This design comes from an exercise in tuning for small area and few clock cycles per item on the open sky130 flow, not from production work. The RTL was checked by simulation tests, not by an equivalence proof against the original design.

## flow/design.v (module list and top-level ports; edited modules follow where they fit)
// module bfa_cell: 10 lines
// module bpp_cell: 11 lines
// module bha_cell: 9 lines
// module bk_add33: 127 lines
// module bk_add65: 253 lines
// module cmult_conj_comb: 5288 lines
// module ibfu_pipe: 91 lines
module ibfu_pipe
#(
  parameter int W     = bfu_pkg::W_DEF,
  parameter int FRAC  = bfu_pkg::FRAC_DEF,
  parameter int SCALE = 1
) (
  input  logic         clk,
  input  logic         rst,
  input  logic         in_valid,
  output logic         in_ready,
  input  logic [W-1:0] a_r_in,
  input  logic [W-1:0] a_i_in,
  input  logic [W-1:0] b_r_in,
  input  logic [W-1:0] b_i_in,
  input  logic [W-1:0] tw_r,
  input  logic [W-1:0] tw_i,
  output logic         out_valid,
  input  logic         out_ready,
  output logic [W-1:0] a_r_out,
  output logic [W-1:0] a_i_out,
  output logic [W-1:0] b_r_out,
  output logic [W-1:0] b_i_out,
  output logic         ovf
);
  // ...
==> flow/run.sh <==
#!/bin/bash
# synth_recipe.tcl (not shown) runs the flow's synth.tcl, then flattens the netlist and writes it again
# the make line also repeats each setting of config.mk as NAME=value (left out here)
make -C /OpenROAD-flow-scripts/flow DESIGN_CONFIG=/design/flow/config.mk WORK_HOME=/design/flow/orfs CLKGATE_MAP_FILE= SYNTH_SCRIPT=/design/flow/synth_recipe.tcl finish
==> flow/config.mk <==
export PLATFORM = sky130hd
export DESIGN_NAME = ibfu_pipe
export DESIGN_NICKNAME = ibfu_pipe
export VERILOG_FILES = /design/flow/design.v
export SDC_FILE = /design/flow/constraint.sdc
export NUM_CORES = 4
export LEC_CHECK = 0
export ABC_AREA = 1
export CAP_MARGIN = 20
export CORE_MARGIN = 2
export CORE_UTILIZATION = 40
export SLEW_MARGIN = 20
export SYNTH_HIERARCHICAL = 1
==> flow/constraint.sdc <==
create_clock -name core_clock -period 10.0 [get_ports {clk}]
set_input_delay 2.0000 -clock core_clock [delete_from_list [all_inputs] [get_ports {clk}]]
set_output_delay 2.0000 -clock core_clock [all_outputs]
set_load 0.01 [all_outputs]
==> results.json, run 1 <==
{
  "tap_cells": 3009,
  "worst_r2r_startpoint": "w_r_q[25]",
  "dp_cells": 11611,
  "buffers": 656,
  "worst-path-buf-inv": 3,
  "cts.path.max_buffers": 3,
  "drc_errors": 0,
  "gp_congestion": 1.02,
  "htreeDepth": 2,
  "multiInputGateArea_um2": 73200,
  "seq_share_pct": 11.8,
  "setup_ws_ns": 0.748,
  "rsz0062_at_grt": "false",
  "rows": 175,
  "utilization_pct": 43.6,
  "crit_path_start": "w_r_q[25]",
  "slew_headroom_pct": 15.3,
  "outcome": "complete, no violations",
  "preCtsSetupSlack_ns": 1.10,
  "seqCellArea_um2": 11700,
  "routed.top_layer": "met5",
  "ys.warnings.count": 8,
  "fin_crit_ns": 9.25,
  "grt_usage_pct": 29.2,
  "holdWs_ns": 0.409,
  "met1_usage_pct": 36.5,
  "maxCapViolations": 0,
  "core-area_um2": 227000,
  "dieArea_um2": 231000,
  "final.clkbuf_count": 61,
  "wl_met2_um": 145000,
  "crit_end": "ovf_q",
  "routedWlPerCell_um": 29.1,
  "placed_area_um2": 97000,
  "mostFrequentLayoutCell": "fa_1",
  "grt.busiest_layer": "met2",
  "crit_top_cell": "nand2_1",
  "min_path_cells": 0,
  "root_buffer": "clkbuf_16",
  "cts_buffers": 55
}
Testbench counts, summed over its fixed seeds: cycles 12,016, items 12,000.
==> run 2: changes to the inputs <==
--- a/flow/config.mk
+++ b/flow/config.mk
@@ -8,6 +8,7 @@
 export ABC_AREA = 1
-export CAP_MARGIN = 20
+export CAP_MARGIN = 5
 export CORE_MARGIN = 2
 export CORE_UTILIZATION = 40
-export SLEW_MARGIN = 20
+export CTS_BUF_LIST = sky130_fd_sc_hd__clkbuf_8
+export SLEW_MARGIN = 5
 export SYNTH_HIERARCHICAL = 1
==> run 2 against run 1 <==
Synthesized cell count unchanged. Critical path type unchanged. Register-to-register slack better by 0.17 ns. Largest cell class unchanged. Die area unchanged.
==> results.json, run 2 <==
{
  "io_buffers": 326,
  "cp.arrival_ns": 9.81,
  "slew_headroom_pct": 14.8,
  "slew_viol_final": 0,
  "preCtsSetupSlack_ns": 1.10,
  "firstDrtPassIters": 8,
  "hp-start": "a1_i_q[2]",
  "synthToLayoutAreaGrowth_pct": 8.55,
  "min_period_over_period_pct": 90.8,
  "final_layout_size_suffix_gt1_share_pct": 7.33,
  "hp-class": "reg -> reg",
  "worst_r2r_startpoint": "w_r_q[25]",
  "hold_viol": 0,
  "dp_cells": 11611,
  "io_pins": 327,
  "outcome": "complete, no violations",
  "r2r-end": "ovf_q",
  "r2r_slack_ns": 0.92,
  "fp.dieH_um": 481,
  "grt_pass1_wl_um": 495000,
  "path_max_fanout": 35,
  "syn_inst": 8622,
  "cts_setup_buffers": 0,
  "mostFrequentLayoutCell": "fa_1",
  "htreeDepth": 3,
  "cts_resized": 0,
  "setup_ws_ns": 0.920,
  "clock_latency_ns": 0.88,
  "min_path_cells": 0,
  "syn_avg_cell_area_um2": 10.6,
  "antenna_found_initial": 22,
  "cpMaxStageDelayCell": "o22ai_1",
  "dr_total_vias": 70738,
  "die_x_um": 481,
  "fin_crit_ns": 9.08,
  "setup_tns_ns": 0,
  "dieArea_um2": 231000,
  "cts_tree": "done",
  "cp.required_ns": 10.73,
  "core-area_um2": 227000,
  "critPathMaxStageDelay_ns": 0.87,
  "syn_area_um2": 91000,
  "routed_via_density": 6.01,
  "ctsHoldBuffers": 0,
  "maxCapViolations": 0,
  "cts_buffers": 87,
  "wl_um": 342000,
  "root_buffer": "clkbuf_8",
  "dpl.hpwl_um": 285000,
  "finClkSkew_ns": 0.0613,
  "cts.path.max_buffers": 3,
  "rows": 175,
  "rsz0062_at_grt": "false",
  "fin_nets": 11136,
  "grt_pass1_vias": 74590,
  "grt_usage_pct": 29.3,
  "worstSetupPathType": "reg -> reg",
  "gp_congestion": 1.02,
  "worstSetupEndpointType": "flip-flop",
  "drc_errors": 0,
  "stdcell_count": 11779,
  "setup_viol": 0,
  "clock-sinks": 390,
  "grt_max_degree": 127,
  "drt_iter0_drc": 7562,
  "fmax_mhz": 110,
  "worst_pin_slew_ns": 1.28,
  "mostFrequentLayoutCells": "fa_1, o22ai_1, xor2_1, inv_1, xnor2_1",
  "routedWlPerCell_um": 29.0,
  "overflow": 0,
  "ant_nets": 0,
  "start_util_pct": 40.1,
  "top_regs": "dw_q x33, sd_q x33, sw_q x33",
  "cts.clk_slew.worst_paths_ns": 0.06,
  "ys.warnings.count": 8,
  "crit_top_cell": "nand2_1",
  "start_kind": "flip-flop",
  "r2r_cells": 36,
  "min_delay_worst_endpoint": "a2_i_q[2]"
}
## run 2: per-layer routing
metal / global-route usage [%] / wire [µm]
met4: 21.3 / 30400
met3: 8.97 / 37600
met2: 43.1 / 145000
met1: 36.4 / 129000
met5: 0 / 90
## run 2: area by class of cell
| cell class | instances | area (µm²) |
|---|---|---|
| Fill cell | 21651 | 128000 |
| Multi-Input combinational cell | 6879 | 73200 |
| Sequential cell | 390 | 11700 |
| Timing Repair Buffer | 653 | 5730 |
| Tap cell | 3009 | 3760 |
| Inverter | 680 | 2550 |
| Clock buffer | 89 | 1220 |
| Clock inverter | 70 | 561 |
| Antenna cell | 9 | 22.5 |
## run 2: metrics by stage
step	hold slack, ns	util, %	instance area (µm²)
floorplan	0.400	-	91000
global placement	0.402	42.7	97000
detailed placement	0.405	42.7	97000
CTS	0.397	43.5	98700
global route	0.409	43.5	98700
finish	0.402	43.5	98800
## run 2: how the worst max path moves through the flow
stage                     depth (start not counted)  endpoint  startpoint  slack [ns]
after floorplan                                   2  in_ready   out_ready        2.53
after global placement                           36     ovf_q   w_r_q[25]         1.0
after detailed placement                         34     ovf_q   w_r_q[25]        1.10
after CTS                                        34     ovf_q   w_r_q[25]        1.03
after global routing                             33     ovf_q   w_r_q[25]        0.45
final                                            36     ovf_q   w_r_q[25]        0.92
## run 2: critical path, delay by kind of cell, from the launching register on
| family | cells | cell delay [ns] |
|---|---|---|
| fa+ha+maj | 9 | 4.20 |
| buf+inv | 4 | 0.78 |
| xor+xnor | 2 | 0.57 |
| simple gates | 16 | 1.30 |
| compound gates | 5 | 1.59 |
| flops | 1 | 0.40 |
==> module ibfu_pipe, before the edit <==
module ibfu_pipe
#(
  parameter int W     = bfu_pkg::W_DEF,
  parameter int FRAC  = bfu_pkg::FRAC_DEF,
  parameter int SCALE = 1
) (
  input  logic         clk,
  input  logic         rst,
  input  logic         in_valid,
  output logic         in_ready,
  input  logic [W-1:0] a_r_in,
  input  logic [W-1:0] a_i_in,
  input  logic [W-1:0] b_r_in,
  input  logic [W-1:0] b_i_in,
  input  logic [W-1:0] tw_r,
  input  logic [W-1:0] tw_i,
  output logic         out_valid,
  input  logic         out_ready,
  output logic [W-1:0] a_r_out,
  output logic [W-1:0] a_i_out,
  output logic [W-1:0] b_r_out,
  output logic [W-1:0] b_i_out,
  output logic         ovf
);
  logic         adv1, adv2;
  logic [W:0]   sum_r, sum_i, dif_r, dif_i, sd, sw, dw;
  logic [W-1:0] y_r, y_i;
  logic         cm_ovf;
  logic         v1_q, v2_q, ovf_q;
  logic [W-1:0] a1_r_q, a1_i_q, d_r_q, d_i_q, w_r_q;
  logic [W:0]   sd_q, sw_q, dw_q;
  logic [W-1:0] a2_r_q, a2_i_q, b_r_q, b_i_q;
  assign adv2     = ~v2_q | out_ready;
  assign adv1     = ~v1_q | adv2;
  assign in_ready = adv1;
  bk_add33 u_sum_r (.a({a_r_in[W-1], a_r_in}), .b({b_r_in[W-1], b_r_in}),    .ci(1'b0), .s(sum_r));
  bk_add33 u_sum_i (.a({a_i_in[W-1], a_i_in}), .b({b_i_in[W-1], b_i_in}),    .ci(1'b0), .s(sum_i));
  bk_add33 u_dif_r (.a({a_r_in[W-1], a_r_in}), .b(~{b_r_in[W-1], b_r_in}),   .ci(1'b1), .s(dif_r));
  bk_add33 u_dif_i (.a({a_i_in[W-1], a_i_in}), .b(~{b_i_in[W-1], b_i_in}),   .ci(1'b1), .s(dif_i));
  bk_add33 u_sd    (.a({dif_r[W], dif_r[W:1]}), .b({dif_i[W], dif_i[W:1]}), .ci(1'b0), .s(sd));
  bk_add33 u_sw    (.a({tw_r[W-1], tw_r}),     .b({tw_i[W-1], tw_i}),       .ci(1'b0), .s(sw));
  bk_add33 u_dw    (.a({tw_r[W-1], tw_r}),     .b(~{tw_i[W-1], tw_i}),      .ci(1'b1), .s(dw));
  always_ff @(posedge clk) begin
    if (adv1) begin
      a1_r_q <= sum_r[W:1];
      a1_i_q <= sum_i[W:1];
      d_r_q  <= dif_r[W:1];
      d_i_q  <= dif_i[W:1];
      w_r_q  <= tw_r;
      sd_q   <= sd;
      sw_q   <= sw;
      dw_q   <= dw;
    end
  end
  cmult_conj_comb u_cmult (
    .x_r_i (d_r_q),
    .x_i_i (d_i_q),
    .w_r_i (w_r_q),
    .sx_i  (sd_q),
    .sw_i  (sw_q),
    .dw_i  (dw_q),
    .y_r_o (y_r),
    .y_i_o (y_i),
    .ovf_o (cm_ovf)
  );
  always_ff @(posedge clk) begin
    if (adv2) begin
      a2_r_q <= a1_r_q;
      a2_i_q <= a1_i_q;
      b_r_q  <= y_r;
      b_i_q  <= y_i;
    end
  end
  always_ff @(posedge clk) begin
    if (rst) begin
      v1_q  <= 1'b0;
      v2_q  <= 1'b0;
      ovf_q <= 1'b0;
    end else begin
      if (adv1) v1_q <= in_valid;
      if (adv2) v2_q <= v1_q;
      if (adv2 & v1_q & cm_ovf) ovf_q <= 1'b1;
    end
  end
  assign out_valid = v2_q;
  assign a_r_out   = a2_r_q;
  assign a_i_out   = a2_i_q;
  assign b_r_out   = b_r_q;
  assign b_i_out   = b_i_q;
  assign ovf       = ovf_q;
endmodule
==> run 3: changes to the inputs <==
--- a/flow/design.v
+++ b/flow/design.v
@@ -39,2 +39,65 @@
 endmodule
+module cs_add33 (
+  input  logic [32:0] a,
+  input  logic [32:0] b,
+  input  logic ci,
+  output logic [32:0] s
+);
+  wire [16:0] c;
+  wire [32:16] s0, s1;
+  wire [33:16] c0, c1;
+  assign c[0] = ci;
+  bfa_cell u_l0 (.a(a[0]), .b(b[0]), .c(c[0]), .s(s[0]), .co(c[1]));
+  bfa_cell u_l1 (.a(a[1]), .b(b[1]), .c(c[1]), .s(s[1]), .co(c[2]));
+  bfa_cell u_l2 (.a(a[2]), .b(b[2]), .c(c[2]), .s(s[2]), .co(c[3]));
+  bfa_cell u_l3 (.a(a[3]), .b(b[3]), .c(c[3]), .s(s[3]), .co(c[4]));
+  bfa_cell u_l4 (.a(a[4]), .b(b[4]), .c(c[4]), .s(s[4]), .co(c[5]));
+  bfa_cell u_l5 (.a(a[5]), .b(b[5]), .c(c[5]), .s(s[5]), .co(c[6]));
+  bfa_cell u_l6 (.a(a[6]), .b(b[6]), .c(c[6]), .s(s[6]), .co(c[7]));
+  bfa_cell u_l7 (.a(a[7]), .b(b[7]), .c(c[7]), .s(s[7]), .co(c[8]));
+  bfa_cell u_l8 (.a(a[8]), .b(b[8]), .c(c[8]), .s(s[8]), .co(c[9]));
+  bfa_cell u_l9 (.a(a[9]), .b(b[9]), .c(c[9]), .s(s[9]), .co(c[10]));
+  bfa_cell u_l10 (.a(a[10]), .b(b[10]), .c(c[10]), .s(s[10]), .co(c[11]));
+  bfa_cell u_l11 (.a(a[11]), .b(b[11]), .c(c[11]), .s(s[11]), .co(c[12]));
+  bfa_cell u_l12 (.a(a[12]), .b(b[12]), .c(c[12]), .s(s[12]), .co(c[13]));
+  bfa_cell u_l13 (.a(a[13]), .b(b[13]), .c(c[13]), .s(s[13]), .co(c[14]));
+  bfa_cell u_l14 (.a(a[14]), .b(b[14]), .c(c[14]), .s(s[14]), .co(c[15]));
+  bfa_cell u_l15 (.a(a[15]), .b(b[15]), .c(c[15]), .s(s[15]), .co(c[16]));
+  bha_cell u_h0_16 (.a(a[16]), .b(b[16]), .s(s0[16]), .co(c0[17]));
+  assign s1[16] = ~(a[16] ^ b[16]);
+  assign c1[17] = a[16] | b[16];
+  bfa_cell u_h0_17 (.a(a[17]), .b(b[17]), .c(c0[17]), .s(s0[17]), .co(c0[18]));
+  bfa_cell u_h1_17 (.a(a[17]), .b(b[17]), .c(c1[17]), .s(s1[17]), .co(c1[18]));
+  bfa_cell u_h0_18 (.a(a[18]), .b(b[18]), .c(c0[18]), .s(s0[18]), .co(c0[19]));
+  bfa_cell u_h1_18 (.a(a[18]), .b(b[18]), .c(c1[18]), .s(s1[18]), .co(c1[19]));
+  bfa_cell u_h0_19 (.a(a[19]), .b(b[19]), .c(c0[19]), .s(s0[19]), .co(c0[20]));
+  bfa_cell u_h1_19 (.a(a[19]), .b(b[19]), .c(c1[19]), .s(s1[19]), .co(c1[20]));
+  bfa_cell u_h0_20 (.a(a[20]), .b(b[20]), .c(c0[20]), .s(s0[20]), .co(c0[21]));
+  bfa_cell u_h1_20 (.a(a[20]), .b(b[20]), .c(c1[20]), .s(s1[20]), .co(c1[21]));
+  bfa_cell u_h0_21 (.a(a[21]), .b(b[21]), .c(c0[21]), .s(s0[21]), .co(c0[22]));
+  bfa_cell u_h1_21 (.a(a[21]), .b(b[21]), .c(c1[21]), .s(s1[21]), .co(c1[22]));
+  bfa_cell u_h0_22 (.a(a[22]), .b(b[22]), .c(c0[22]), .s(s0[22]), .co(c0[23]));
+  bfa_cell u_h1_22 (.a(a[22]), .b(b[22]), .c(c1[22]), .s(s1[22]), .co(c1[23]));
+  bfa_cell u_h0_23 (.a(a[23]), .b(b[23]), .c(c0[23]), .s(s0[23]), .co(c0[24]));
+  bfa_cell u_h1_23 (.a(a[23]), .b(b[23]), .c(c1[23]), .s(s1[23]), .co(c1[24]));
+  bfa_cell u_h0_24 (.a(a[24]), .b(b[24]), .c(c0[24]), .s(s0[24]), .co(c0[25]));
+  bfa_cell u_h1_24 (.a(a[24]), .b(b[24]), .c(c1[24]), .s(s1[24]), .co(c1[25]));
+  bfa_cell u_h0_25 (.a(a[25]), .b(b[25]), .c(c0[25]), .s(s0[25]), .co(c0[26]));
+  bfa_cell u_h1_25 (.a(a[25]), .b(b[25]), .c(c1[25]), .s(s1[25]), .co(c1[26]));
+  bfa_cell u_h0_26 (.a(a[26]), .b(b[26]), .c(c0[26]), .s(s0[26]), .co(c0[27]));
+  bfa_cell u_h1_26 (.a(a[26]), .b(b[26]), .c(c1[26]), .s(s1[26]), .co(c1[27]));
+  bfa_cell u_h0_27 (.a(a[27]), .b(b[27]), .c(c0[27]), .s(s0[27]), .co(c0[28]));
+  bfa_cell u_h1_27 (.a(a[27]), .b(b[27]), .c(c1[27]), .s(s1[27]), .co(c1[28]));
+  bfa_cell u_h0_28 (.a(a[28]), .b(b[28]), .c(c0[28]), .s(s0[28]), .co(c0[29]));
+  bfa_cell u_h1_28 (.a(a[28]), .b(b[28]), .c(c1[28]), .s(s1[28]), .co(c1[29]));
+  bfa_cell u_h0_29 (.a(a[29]), .b(b[29]), .c(c0[29]), .s(s0[29]), .co(c0[30]));
+  bfa_cell u_h1_29 (.a(a[29]), .b(b[29]), .c(c1[29]), .s(s1[29]), .co(c1[30]));
+  bfa_cell u_h0_30 (.a(a[30]), .b(b[30]), .c(c0[30]), .s(s0[30]), .co(c0[31]));
+  bfa_cell u_h1_30 (.a(a[30]), .b(b[30]), .c(c1[30]), .s(s1[30]), .co(c1[31]));
+  bfa_cell u_h0_31 (.a(a[31]), .b(b[31]), .c(c0[31]), .s(s0[31]), .co(c0[32]));
+  bfa_cell u_h1_31 (.a(a[31]), .b(b[31]), .c(c1[31]), .s(s1[31]), .co(c1[32]));
+  bfa_cell u_h0_32 (.a(a[32]), .b(b[32]), .c(c0[32]), .s(s0[32]), .co(c0[33]));
+  bfa_cell u_h1_32 (.a(a[32]), .b(b[32]), .c(c1[32]), .s(s1[32]), .co(c1[33]));
+  assign s[32:16] = c[16] ? s1 : s0;
+endmodule
 module bk_add33 (
@@ -5742,4 +5805,4 @@
   assign in_ready = adv1;
-  bk_add33 u_sum_r (.a({a_r_in[W-1], a_r_in}), .b({b_r_in[W-1], b_r_in}),    .ci(1'b0), .s(sum_r));
-  bk_add33 u_sum_i (.a({a_i_in[W-1], a_i_in}), .b({b_i_in[W-1], b_i_in}),    .ci(1'b0), .s(sum_i));
+  cs_add33 u_sum_r (.a({a_r_in[W-1], a_r_in}), .b({b_r_in[W-1], b_r_in}),    .ci(1'b0), .s(sum_r));
+  cs_add33 u_sum_i (.a({a_i_in[W-1], a_i_in}), .b({b_i_in[W-1], b_i_in}),    .ci(1'b0), .s(sum_i));
   bk_add33 u_dif_r (.a({a_r_in[W-1], a_r_in}), .b(~{b_r_in[W-1], b_r_in}),   .ci(1'b1), .s(dif_r));
@@ -5747,4 +5810,4 @@
   bk_add33 u_sd    (.a({dif_r[W], dif_r[W:1]}), .b({dif_i[W], dif_i[W:1]}), .ci(1'b0), .s(sd));
-  bk_add33 u_sw    (.a({tw_r[W-1], tw_r}),     .b({tw_i[W-1], tw_i}),       .ci(1'b0), .s(sw));
-  bk_add33 u_dw    (.a({tw_r[W-1], tw_r}),     .b(~{tw_i[W-1], tw_i}),      .ci(1'b1), .s(dw));
+  cs_add33 u_sw    (.a({tw_r[W-1], tw_r}),     .b({tw_i[W-1], tw_i}),       .ci(1'b0), .s(sw));
+  cs_add33 u_dw    (.a({tw_r[W-1], tw_r}),     .b(~{tw_i[W-1], tw_i}),      .ci(1'b1), .s(dw));
   always_ff @(posedge clk) begin
--- a/flow/config.mk
+++ b/flow/config.mk
@@ -8,7 +8,6 @@
 export ABC_AREA = 1
-export CAP_MARGIN = 5
+export CAP_MARGIN = 20
 export CORE_MARGIN = 2
 export CORE_UTILIZATION = 40
-export CTS_BUF_LIST = sky130_fd_sc_hd__clkbuf_8
-export SLEW_MARGIN = 5
+export SLEW_MARGIN = 20
 export SYNTH_HIERARCHICAL = 1
==> run 3 against run 2 <==
Still clean. Critical path depth grew 1. Synthesized cell count fell by 3.6%. Cell count decreased by 3.3%. First-iteration DRC count decreased by 1.3%. Via count down 2.8%. Count of clock-buffer cells in the layout down 32. Worst setup slack worse by 0.23 ns. Sequential share of layout area is 0.093 points higher. Critical path type unchanged. Highest routed layer unchanged.
==> results.json, run 3 <==
{
  "setup_tns_ns": 0,
  "io_buffers": 326,
  "hp-class": "reg -> reg",
  "routed_via_density": 6.04,
  "cts_tree": "done",
  "grt_pass1_vias": 72905,
  "start_kind": "flip-flop",
  "ctsHoldBuffers": 0,
  "clock-sinks": 390,
  "holdWs_ns": 0.419,
  "clock_latency_ns": 0.74,
  "dieArea_um2": 229000,
  "worstSetupPathType": "reg -> reg",
  "outcome": "complete, no violations",
  "top_regs": "dw_q x33, sd_q x33, sw_q x33",
  "setup_ws_ns": 0.694,
  "drc_errors": 0,
  "root_buffer": "clkbuf_16",
  "path_max_fanout": 22,
  "cpMaxStageDelayCell": "edfxtp_1",
  "fp.dieH_um": 479,
  "r2r-end": "ovf_q",
  "mostFrequentLayoutCells": "fa_1, o22ai_1, xor2_1, nand2_1, xnor2_1",
  "cts.path.max_buffers": 3,
  "grt_max_degree": 72,
  "crit_end": "ovf_q",
  "slew_viol_final": 0,
  "worst-path-buf-inv": 4,
  "worst_pin_slew_ns": 1.28,
  "gp_congestion": 1.01,
  "cts_resized": 0,
  "fin_crit_ns": 9.31,
  "cts.clk_slew.worst_paths_ns": 0.06,
  "firstDrtPassIters": 6,
  "critPathMaxStageDelay_ns": 0.74,
  "overflow": 0,
  "start_util_pct": 40.2,
  "rows": 174,
  "grt_pass1_wl_um": 494000,
  "crit_top_cell": "nand2_1",
  "cts_buffers": 54,
  "setup_viol": 0,
  "synthToLayoutAreaGrowth_pct": 8.66,
  "dpl.hpwl_um": 284000,
  "fillers": 21245,
  "rsz0062_at_grt": "false",
  "maxCapViolations": 0,
  "cpLargestDelayFamily": "adder cells",
  "ys.warnings.count": 8,
  "wl_um": 340000,
  "cp_num_cells": 37,
  "multiInputGateArea_um2": 72800,
  "ant_nets": 0,
  "worstSetupEndpointType": "flip-flop",
  "routedWlPerCell_um": 29.9,
  "hold_viol": 0,
  "syn_area_um2": 90200,
  "cp.required_ns": 10.62,
  "seqCellArea_um2": 11700,
  "fin_nets": 10806,
  "preCtsSetupSlack_ns": 0.184,
  "htreeDepth": 2,
  "min_period_over_period_pct": 93.1,
  "fmax_mhz": 107,
  "slew_headroom_pct": 13.7,
  "finClkSkew_ns": 0.0620,
  "grt_usage_pct": 29.5,
  "drt_iter0_drc": 7467,
  "cp.arrival_ns": 9.92,
  "antenna_found_initial": 10,
  "dr_total_vias": 68758,
  "crit_path_start": "w_r_q[23]",
  "r2r_slack_ns": 0.69,
  "syn_avg_cell_area_um2": 10.9,
  "r2r_cells": 37,
  "mostFrequentLayoutCell": "fa_1",
  "io_pins": 327,
  "syn_inst": 8308,
  "die_x_um": 479,
  "cts_setup_buffers": 0,
  "core-area_um2": 224000,
  "worst_r2r_startpoint": "w_r_q[23]",
  "final_layout_size_suffix_gt1_share_pct": 7.09
}
## run 3: layout make-up
cell class	count	share of cell area (%)
antenna	4	0.0102
clock buffer	57	1.39
clock inverter	45	0.483
inverter	522	2.03
multi-input combinational	6711	74.3
sequential	390	11.9
tap	2992	3.82
timing repair buffer	670	6.00
## run 3: worst min-delay path by stage
| stage | startpoint | end | cells after the start |
|---|---|---|---|
| floorplan | a1_i_q[0] | a2_i_q[0] | 0 |
| global placement | a1_r_q[23] | a2_r_q[23] | 0 |
| detailed placement | a1_r_q[31] | a2_r_q[31] | 0 |
| CTS | a1_i_q[15] | a2_i_q[15] | 0 |
| global route | a1_i_q[0] | a2_i_q[0] | 0 |
| finish | a1_i_q[15] | a2_i_q[15] | 0 |
## run 3: per-layer routing
layer	share of wire, %	vias to the layer above	global-route usage, %
met1	38	35470	37.9
met5	0.013	-	0
met2	44	4129	44.8
met4	7.7	8	18.0
met3	9.8	730	7.27
li1	-	28421	-
## run 3: worst register-to-register path: cells and delay by family (launching register included)
| kind | cells | cell delay, ns |
|---|---|---|
| AOI/OAI and AO/OA | 5 | 1.17 |
| xor gates and xnor gates | 1 | 0.28 |
| adders and majority gates | 9 | 4.26 |
| buffers and inverters | 4 | 0.77 |
| DFF | 1 | 0.74 |
| and+or+nand+nor | 18 | 1.95 |
## run 3: through the flow
stage / instances / util, % / cell area, µm²
finish: 11391 / 43.7 / 98000
global route: 11387 / 43.7 / 98000
CTS: 11387 / 43.7 / 98000
detailed placement: 11285 / 42.8 / 96100
global placement: 11285 / 42.8 / 96100
floorplan: 8314 / - / 90200
Testbench counts of run 3, summed over its fixed seeds: cycles 12,016, items 12,000.

## static timing again, ports no longer ideal
The results above use ideal ports. As a check the final layouts listed here were re-extracted and re-timed, cells and wires unchanged.
Step 1, drivers: a clkbuf_16 drives clk and a buf_2 each remaining input, both assumed.
Step 2 moves the port delays by t, midway between the first and last clock arrival at a register: inputs arrive t later, outputs are due t later. That takes back most of the time a late clock gives input paths.
Slacks: ideal / step 1 / step 2; pairs: ideal / step 1.
run	shift t [ns]	setup slack, ns	hold WS [ns]	clock arrival spread, ns
run 1	0.825	0.748 / 0.748 / 0.748	0.409 / 0.409 / 0.409	0.072 / 0.073
run 2	0.935	0.920 / 0.920 / 0.920	0.402 / 0.402 / 0.402	0.075 / 0.075
run 3	0.803	0.694 / 0.694 / 0.160	0.419 / 0.419 / 0.419	0.062 / 0.062
After both steps every run listed still meets setup and hold. For run 3, which loses most, drivers alone change the setup slack by 0.000 ns; drivers and shift together by -0.534 ns.
